Context: an optimization exercise on an open-source flow, tuned for small area, a short achievable clock period and few clock cycles. The choices shown serve that exercise and are no tape-out recipe.
The RTL was checked by simulation tests, not by an equivalence proof against the original design.
Power figures rest on the tool's default switching activity, not on a simulated workload.

==> run M: inputs <==
==> flow/design.v (excerpt) <==
module pipelineCpu #(
	parameter int imemDepth = 64,
	parameter int dmemDepth = 64
) (
	input logic clk,
	input logic rstN,
	input logic progWe,
	input logic progDmem,  
	input logic [$clog2(imemDepth)-1:0] progAddr,
	input logic [cpuPkg::dataWidth-1:0] progData,
	output logic wbEn,
	output logic [cpuPkg::regAddrWidth-1:0] wbReg,
	output logic [cpuPkg::dataWidth-1:0] wbData,
	output logic storeEn,
	output logic [cpuPkg::dataWidth-1:0] storeAddr,
	output logic [cpuPkg::dataWidth-1:0] storeData
);
make LEC_CHECK=0 CAP_MARGIN=20 CORE_MARGIN=2 CORE_UTILIZATION=40 CTS_CLUSTER_DIAMETER=110 CTS_CLUSTER_SIZE=22 SETUP_SLACK_MARGIN=2.0 SLEW_MARGIN=20 finish   # period 7.5 ns
run.sh (not shown) runs the stock make flow with config.mk's settings and CLKGATE_MAP_FILE= SYNTH_SCRIPT=/design/flow/synth_recipe.tcl, a recipe that flattens the netlist after the stock synthesis.
==> run Z (differences from run M) <==
--- a/flow/design.v
+++ b/flow/design.v
@@ -29,17 +29,22 @@
 ) (
 	input logic clk,
 	input logic progWe,
 	input logic [$clog2(imemDepth)-1:0] progAddr,
 	input logic [cpuPkg::pdWidth-1:0] progPd,
-	input logic [$clog2(imemDepth)-1:0] pc,  
+	input logic [imemDepth-1:0] sel,  
 	output logic [cpuPkg::pdWidth-1:0] pd,
-	output logic [cpuPkg::pdWidth-1:0] pd0  
+	output logic [cpuPkg::pdWidth-1:0] word0  
 );
 	logic [cpuPkg::pdWidth-1:0] mem [imemDepth];
-	assign pd = mem[pc];
-	assign pd0 = (progWe && progAddr == '0) ? progPd : mem[0];
+	always_comb
+	begin
+		pd = '0;
+		for (int i = 0; i < imemDepth; i++)
+			pd = pd | ({cpuPkg::pdWidth{sel[i]}} & mem[i]);
+	end
+	assign word0 = mem[0];
 	always_ff @(posedge clk)
 	begin
 		if (progWe)
 			mem[progAddr] <= progPd;
 	end
@@ -50,15 +55,19 @@
 module regFile (
 	input logic clk,
 	input logic rstN,
 	input logic [cpuPkg::regAddrWidth-1:0] rsAddr,
 	input logic [cpuPkg::regAddrWidth-1:0] rtAddr,
+	input logic [2**cpuPkg::regAddrWidth-1:0] rsOneHot,  
+	input logic [2**cpuPkg::regAddrWidth-1:0] rtOneHot,
 	input logic [cpuPkg::regAddrWidth-1:0] wrAddr,
 	input logic [cpuPkg::dataWidth-1:0] wrData,
 	input logic wrEn,
 	output logic [cpuPkg::dataWidth-1:0] rsData,
-	output logic [cpuPkg::dataWidth-1:0] rtData
+	output logic [cpuPkg::dataWidth-1:0] rtData,
+	output logic [cpuPkg::dataWidth-1:0] rsStored,  
+	output logic rsPass  
 );
 	localparam int numRegs = 2 ** cpuPkg::regAddrWidth;
 	logic [cpuPkg::dataWidth-1:0] regs [1:numRegs-1];
 	logic [numRegs-1:1] valid;
 	logic wrLive;
@@ -74,13 +83,31 @@
 	always_ff @(posedge clk)
 	begin
 		if (wrLive)
 			regs[wrAddr] <= wrData;
 	end
-	assign rsReg = (rsAddr != '0 && valid[rsAddr]) ? regs[rsAddr] : '0;
-	assign rtReg = (rtAddr != '0 && valid[rtAddr]) ? regs[rtAddr] : '0;
-	assign rsData = (wrLive && wrAddr == rsAddr) ? wrData : rsReg;
+	logic [numRegs-1:1] rsSel, rtSel;
+	always_comb
+	begin
+		rsSel = '0;
+		rtSel = '0;
+		for (int k = 1; k < numRegs; k++)
+		begin
+			rsSel[k] = valid[k] && rsOneHot[k];
+			rtSel[k] = valid[k] && rtOneHot[k];
+		end
+		rsReg = '0;
+		rtReg = '0;
+		for (int k = 1; k < numRegs; k++)
+		begin
+			rsReg = rsReg | ({cpuPkg::dataWidth{rsSel[k]}} & regs[k]);
+			rtReg = rtReg | ({cpuPkg::dataWidth{rtSel[k]}} & regs[k]);
+		end
+	end
+	assign rsPass = wrLive && wrAddr == rsAddr;
+	assign rsStored = rsReg;
+	assign rsData = rsPass ? wrData : rsReg;
 	assign rtData = (wrLive && wrAddr == rtAddr) ? wrData : rtReg;
 endmodule
 `default_nettype wire
 `timescale 1ns/1ps
 `default_nettype none
@@ -186,10 +213,11 @@
 module dataMem #(
 	parameter int dmemDepth = 64
 ) (
 	input logic clk,
 	input logic [$clog2(dmemDepth)-1:0] rdIdx,  
+	input logic [dmemDepth-1:0] rdOneHot,  
 	input logic [$clog2(dmemDepth)-1:0] wrIdx,
 	input logic [cpuPkg::dataWidth-1:0] wrData,
 	input logic memWrite,
 	input logic loadWe,  
 	input logic [$clog2(dmemDepth)-1:0] loadAddr,
@@ -202,11 +230,20 @@
 		if (loadWe)
 			mem[loadAddr] <= loadData;
 		else if (memWrite)
 			mem[wrIdx] <= wrData;
 	end
-	assign rdData = (memWrite && wrIdx == rdIdx) ? wrData : mem[rdIdx];
+	logic [dmemDepth-1:0] rdSel;
+	logic [cpuPkg::dataWidth-1:0] rdWord;
+	always_comb
+	begin
+		rdSel = rdOneHot;
+		rdWord = '0;
+		for (int i = 0; i < dmemDepth; i++)
+			rdWord = rdWord | ({cpuPkg::dataWidth{rdSel[i]}} & mem[i]);
+	end
+	assign rdData = (memWrite && wrIdx == rdIdx) ? wrData : rdWord;
 endmodule
 `default_nettype wire
 `timescale 1ns/1ps
 `default_nettype none
 module pipelineCpu #(
@@ -227,79 +264,128 @@
 	output logic [cpuPkg::dataWidth-1:0] storeData
 );
 	localparam int dw = cpuPkg::dataWidth;
 	localparam int aw = cpuPkg::regAddrWidth;
 	localparam int pw = cpuPkg::pdWidth;
-	logic [5:0] pc;
-	logic [pw-1:0] progPd, fPd, pd0;
-	logic jmp0;
+	logic [5:0] pc;  
+	logic [7:0] pcHi, pcLo;  
+	logic [imemDepth-1:0] pcSel;  
+	logic [pw-1:0] lPd, inPd0, word0, fPd, pd0;
+	logic jmp0, fHold;
 	logic fJmp, fBr, fTake;
 	logic [imemDepth-1:0] history;  
 	logic dV, dTake, dMem;
 	logic [pw-1:0] dPd;
 	logic [5:0] dPc, dAlt;
 	logic dSw;
 	logic [2:0] dKind;
 	logic [aw-1:0] dRs, dRt, dDest;
-	logic [dw-1:0] rsData, rtData;
+	logic [dw-1:0] rsData, rtData, rsStored;
+	logic rsPass;
 	logic [7:0] dAddr;
+	logic [2**aw-1:0] dRsSel, dRtSel;  
 	logic fwdA, fwdB, stall;
 	logic xV, xWr, xSw, xLw, xBr, xSub, xAnd, xOr, xSlt, xFwdA, xFwdB, xTake;
 	logic [aw-1:0] xDest;
 	logic [dw-1:0] xA, xB, opA, opB, aluResult, memRd;
 	logic [15:0] xImm;
 	logic [5:0] xIdx, xPc, xAlt;
+	logic [7:0] xIdxHi, xIdxLo;  
+	logic [dmemDepth-1:0] xIdxSel;  
 	logic equal, xRedirect;
 	logic r1Wb, r1St;
 	logic [aw-1:0] r1Dest;
 	logic [dw-1:0] r1Data, r1Sd;
-	controlUnit uPredecode (.instr(progData), .addr(progAddr), .pd(progPd));
+	logic [aw-1:0] oWbReg;
+	logic [dw-1:0] oData, oStData;  
+	logic lWe;
+	logic [$clog2(dmemDepth)-1:0] lAddr;
+	logic [dw-1:0] lData;
+	logic liWe;
+	logic [$clog2(imemDepth)-1:0] liAddr;
+	logic [dw-1:0] liData;
+	function automatic logic [7:0] oneHot8(input logic [2:0] idx);
+		oneHot8 = '0;
+		oneHot8[idx] = 1'b1;
+	endfunction
+	function automatic logic [63:0] expand(input logic [7:0] hi, input logic [7:0] lo);
+		for (int i = 0; i < 64; i++)
+			expand[i] = hi[i / 8] && lo[i % 8];
+	endfunction
+	function automatic logic [2**aw-1:0] regOneHot(input logic [aw-1:0] idx);
+		regOneHot = '0;
+		regOneHot[idx] = 1'b1;
+	endfunction
+	always_ff @(posedge clk)
+	begin
+		liWe <= progWe && !progDmem;
+		liAddr <= progAddr;
+		liData <= progData;
+	end
+	controlUnit uPredecode (.instr(liData), .addr(liAddr), .pd(lPd));
 	instMem #(.imemDepth(imemDepth)) uInstMem (
-		.clk(clk), .progWe(progWe && !progDmem), .progAddr(progAddr), .progPd(progPd),
-		.pc(pc), .pd(fPd), .pd0(pd0)
+		.clk(clk), .progWe(liWe), .progAddr(liAddr), .progPd(lPd),
+		.sel(pcSel), .pd(fPd), .word0(word0)
 	);
+	controlUnit uPredecode0 (.instr(progData), .addr(6'd0), .pd(inPd0));
+	assign pd0 = (progWe && !progDmem && progAddr == '0) ? inPd0 :
+		(liWe && liAddr == '0) ? lPd : word0;
+	assign fHold = liWe && liAddr == pc;
 	assign fJmp = !fPd[26] && (fPd[10:8] == cpuPkg::kJmp);
 	assign fBr = !fPd[26] && (fPd[10:8] == cpuPkg::kBr);
-	assign fTake = fJmp || (fBr && history[pc]);
+	assign pcSel = expand(pcHi, pcLo);
+	assign fTake = fJmp || (fBr && |(history & pcSel));
 	always_ff @(posedge clk)
 	begin
-		if (progWe && !progDmem)
-			history[progAddr] <= !(progData[25:21] == 5'd0 || progData[20:16] == 5'd0);
+		if (liWe)
+			history[liAddr] <= !(liData[25:21] == 5'd0 || liData[20:16] == 5'd0);
 		else if (xV && xBr)
 			history[xPc] <= equal;
 	end
 	assign jmp0 = !pd0[26] && (pd0[10:8] == cpuPkg::kJmp);
 	always_ff @(posedge clk)
 	begin
 		if (!rstN)
 		begin
 			pc <= jmp0 ? pd0[5:0] : 6'd1;
+			pcHi <= jmp0 ? oneHot8(pd0[5:3]) : 8'd1;
+			pcLo <= jmp0 ? oneHot8(pd0[2:0]) : 8'd2;
 			dV <= !jmp0;
 		end
 		else if (xRedirect)
 		begin
 			pc <= xAlt;
+			pcHi <= oneHot8(xAlt[5:3]);
+			pcLo <= oneHot8(xAlt[2:0]);
 			dV <= 1'b0;
 		end
+		else if (!stall && fHold)
+			dV <= 1'b0;
 		else if (!stall)
 		begin
 			pc <= fTake ? fPd[5:0] : pc + 6'd1;
+			pcHi <= fTake ? oneHot8(fPd[5:3]) : (pcLo[7] ? {pcHi[6:0], pcHi[7]} : pcHi);
+			pcLo <= fTake ? oneHot8(fPd[2:0]) : {pcLo[6:0], pcLo[7]};
 			dV <= !fJmp;  
 		end
 	end
 	always_ff @(posedge clk)
 	begin
 		if (!rstN)
 		begin
 			dPd <= pd0;
+			dRsSel <= regOneHot(pd0[25:21]);
+			dRtSel <= regOneHot(pd0[20:16]);
 			dPc <= '0;
 			dTake <= 1'b0;  
 			dAlt <= pd0[5:0];
 		end
 		else if (!stall)
 		begin
 			dPd <= fPd;
+			dRsSel <= regOneHot(fPd[25:21]);
+			dRtSel <= regOneHot(fPd[20:16]);
 			dPc <= pc;
 			dTake <= fTake;
 			dAlt <= fTake ? pc + 6'd1 : fPd[5:0];  
 		end
 	end
@@ -308,19 +394,19 @@
 	assign dRt = dPd[20:16];
 	assign dDest = dPd[15:11];
 	assign dKind = dPd[10:8];
 	assign dMem = dSw || dKind == cpuPkg::kLw;
 	regFile uRegFile (
-		.clk(clk), .rstN(rstN), .rsAddr(dRs), .rtAddr(dRt),
+		.clk(clk), .rstN(rstN), .rsAddr(dRs), .rtAddr(dRt), .rsOneHot(dRsSel), .rtOneHot(dRtSel),
 		.wrAddr(r1Dest), .wrData(r1Data), .wrEn(r1Wb),
-		.rsData(rsData), .rtData(rtData)
+		.rsData(rsData), .rtData(rtData), .rsStored(rsStored), .rsPass(rsPass)
 	);
 	hazardUnit uHazard (
 		.rs(dRs), .rt(dRt), .memOp(dV && dMem), .exWrites(xV && xWr), .exDest(xDest),
 		.fwdA(fwdA), .fwdB(fwdB), .stall(stall)
 	);
-	assign dAddr = rsData[7:0] + dPd[7:0];
+	assign dAddr = rsPass ? r1Data[7:0] + dPd[7:0] : rsStored[7:0] + dPd[7:0];
 	always_ff @(posedge clk)
 	begin
 		if (!rstN || xRedirect || stall)
 			xV <= 1'b0;
 		else
@@ -337,10 +423,12 @@
 		xOr <= !dSw && dKind == cpuPkg::kOr;
 		xSlt <= !dSw && dKind == cpuPkg::kSlt;
 		xDest <= dDest;
 		xImm <= dPd[15:0];
 		xIdx <= dAddr[7:2];
+		xIdxHi <= oneHot8(dAddr[7:5]);
+		xIdxLo <= oneHot8(dAddr[4:2]);
 		xPc <= dPc;
 		xTake <= dTake;
 		xAlt <= dAlt;
 		xA <= rsData;
 		xB <= rtData;
@@ -352,14 +440,14 @@
 	executeStage uExecute (
 		.isSub(xSub), .isAnd(xAnd), .isOr(xOr), .isSlt(xSlt), .useImm(xSw),
 		.opA(opA), .opB(opB), .imm(xImm),
 		.aluResult(aluResult), .equal(equal)
 	);
+	assign xIdxSel = expand(xIdxHi, xIdxLo);
 	dataMem #(.dmemDepth(dmemDepth)) uDataMem (
-		.clk(clk), .rdIdx(xIdx), .wrIdx(r1Data[7:2]), .wrData(r1Sd), .memWrite(r1St),
-		.loadWe(progWe && progDmem), .loadAddr(progAddr[$clog2(dmemDepth)-1:0]),
-		.loadData(progData), .rdData(memRd)
+		.clk(clk), .rdIdx(xIdx), .rdOneHot(xIdxSel), .wrIdx(r1Data[7:2]), .wrData(r1Sd),
+		.memWrite(r1St), .loadWe(lWe), .loadAddr(lAddr), .loadData(lData), .rdData(memRd)
 	);
 	assign xRedirect = xV && xBr && (equal != xTake);
 	always_ff @(posedge clk)
 	begin
 		if (!rstN)
@@ -377,13 +465,28 @@
 	begin
 		r1Data <= xLw ? memRd : aluResult;  
 		r1Dest <= xDest;
 		r1Sd <= opB;
 	end
+	always_ff @(posedge clk)
+	begin
+		lWe <= progWe && progDmem;
+		lAddr <= progAddr[$clog2(dmemDepth)-1:0];
+		lData <= progData;
+	end
+	always_ff @(posedge clk)
+	begin
+		if (xV && (xWr || xSw))
+			oData <= xLw ? memRd : aluResult;  
+		if (xV && xWr)
+			oWbReg <= xDest;
+		if (xV && xSw)
+			oStData <= opB;
+	end
 	assign wbEn = r1Wb;
-	assign wbReg = r1Dest;
-	assign wbData = r1Data;
+	assign wbReg = oWbReg;
+	assign wbData = oData;
 	assign storeEn = r1St;
-	assign storeAddr = r1Data;
-	assign storeData = r1Sd;
+	assign storeAddr = oData;
+	assign storeData = oStData;
 endmodule
 `default_nettype wire
Settings changed: ABC_CLOCK_PERIOD_IN_PS set to 3000, PLACE_DENSITY set to 0.5, SETUP_SLACK_MARGIN 2.0 to 3.3.
==> run notes <==
Clock power frac: run M 28.0%; run Z 31.9%
Die outline area: run M 533000 um^2; run Z 523000 um^2
Arithmetic-cell share of the synthesized area counting full adders, half adders and majority gates: run M 0.784%; run Z 0.986%
Number of detailed-route iterations in the first pass: run M 8; run Z 13
Reg-to-reg startpoint: run M xFwdB; run Z xIdxLo[0]
Final net count: run M 10400; run Z 13700
Skew final: run M 0.0575 ns; run Z 0.0987 ns
Syn-to-layout area delta: run M 9.84%; run Z 12.9%
Flop pwr share: run M 56.8%; run Z 61.2%
Standard-cell rows: run M 266; run Z 264
Met1 Resource Use GR: run M 31.5%; run Z 50.5%
Status: run M finished clean; run Z finished clean
Setup slack of the worst register-to-register path: run M 2.33 ns; run Z 3.09 ns
Bufs w/o clock: run M 484; run Z 1084
Number of synthesized flops with an enable pin: run M 4872; run Z 5019
Routed met3 length: run M 58.0 mm; run Z 140 mm
Fraction of the yosys area taken by sequential cells: run M 71.6%; run Z 75.5%
Net switching power: run M 15.1 mW; run Z 13.1 mW
NonClk Buf Share: run M 2.34%; run Z 4.24%
Area occupied by registers: run M 151000 um^2; run Z 156000 um^2
Routed length on met2: run M 289 mm; run Z 442 mm
Via count of the routed design: run M 107000; run Z 150000
Count of fill cells added during filler insertion: run M 44100; run Z 44900
Placement-stage worst setup slack: run M 1.77 ns; run Z 1.81 ns
Testbench counts of run M, summed over its fixed seeds: cycles 7,467.
Testbench counts of run Z, summed over its fixed seeds: cycles 7,467.

[separate check: timing with driven ports]
The flow's constraints put no driver on any port. The routed layouts listed below were extracted and timed again, unchanged, in two steps. Step 1: set_driving_cell puts a clkbuf_16 on clk and a buf_2 on each other input, an assumption about the parent block. Step 2 times the ports against the registers' clock, not the clock port: input delays grow and output delays shrink by t, the midpoint of the rising clock arrivals with the driver on. Three values: no drivers, after step 1, after step 2; two values: the first two.
run	shift t [ns]	setup WS [ns]	hold slack, ns	worst data-port slew with drivers (ns)
run M	1.079	2.332 / 2.265 / 1.186	0.326 / 0.326 / 0.326	0.30
run Z	1.131	3.087 / 3.087 / 2.242	0.277 / 0.277 / 0.277	0.25
After both steps every run listed still meets setup and hold. The setup slack of run M, which loses most, moves by -0.067 ns with the drivers and by -1.146 ns with both steps.
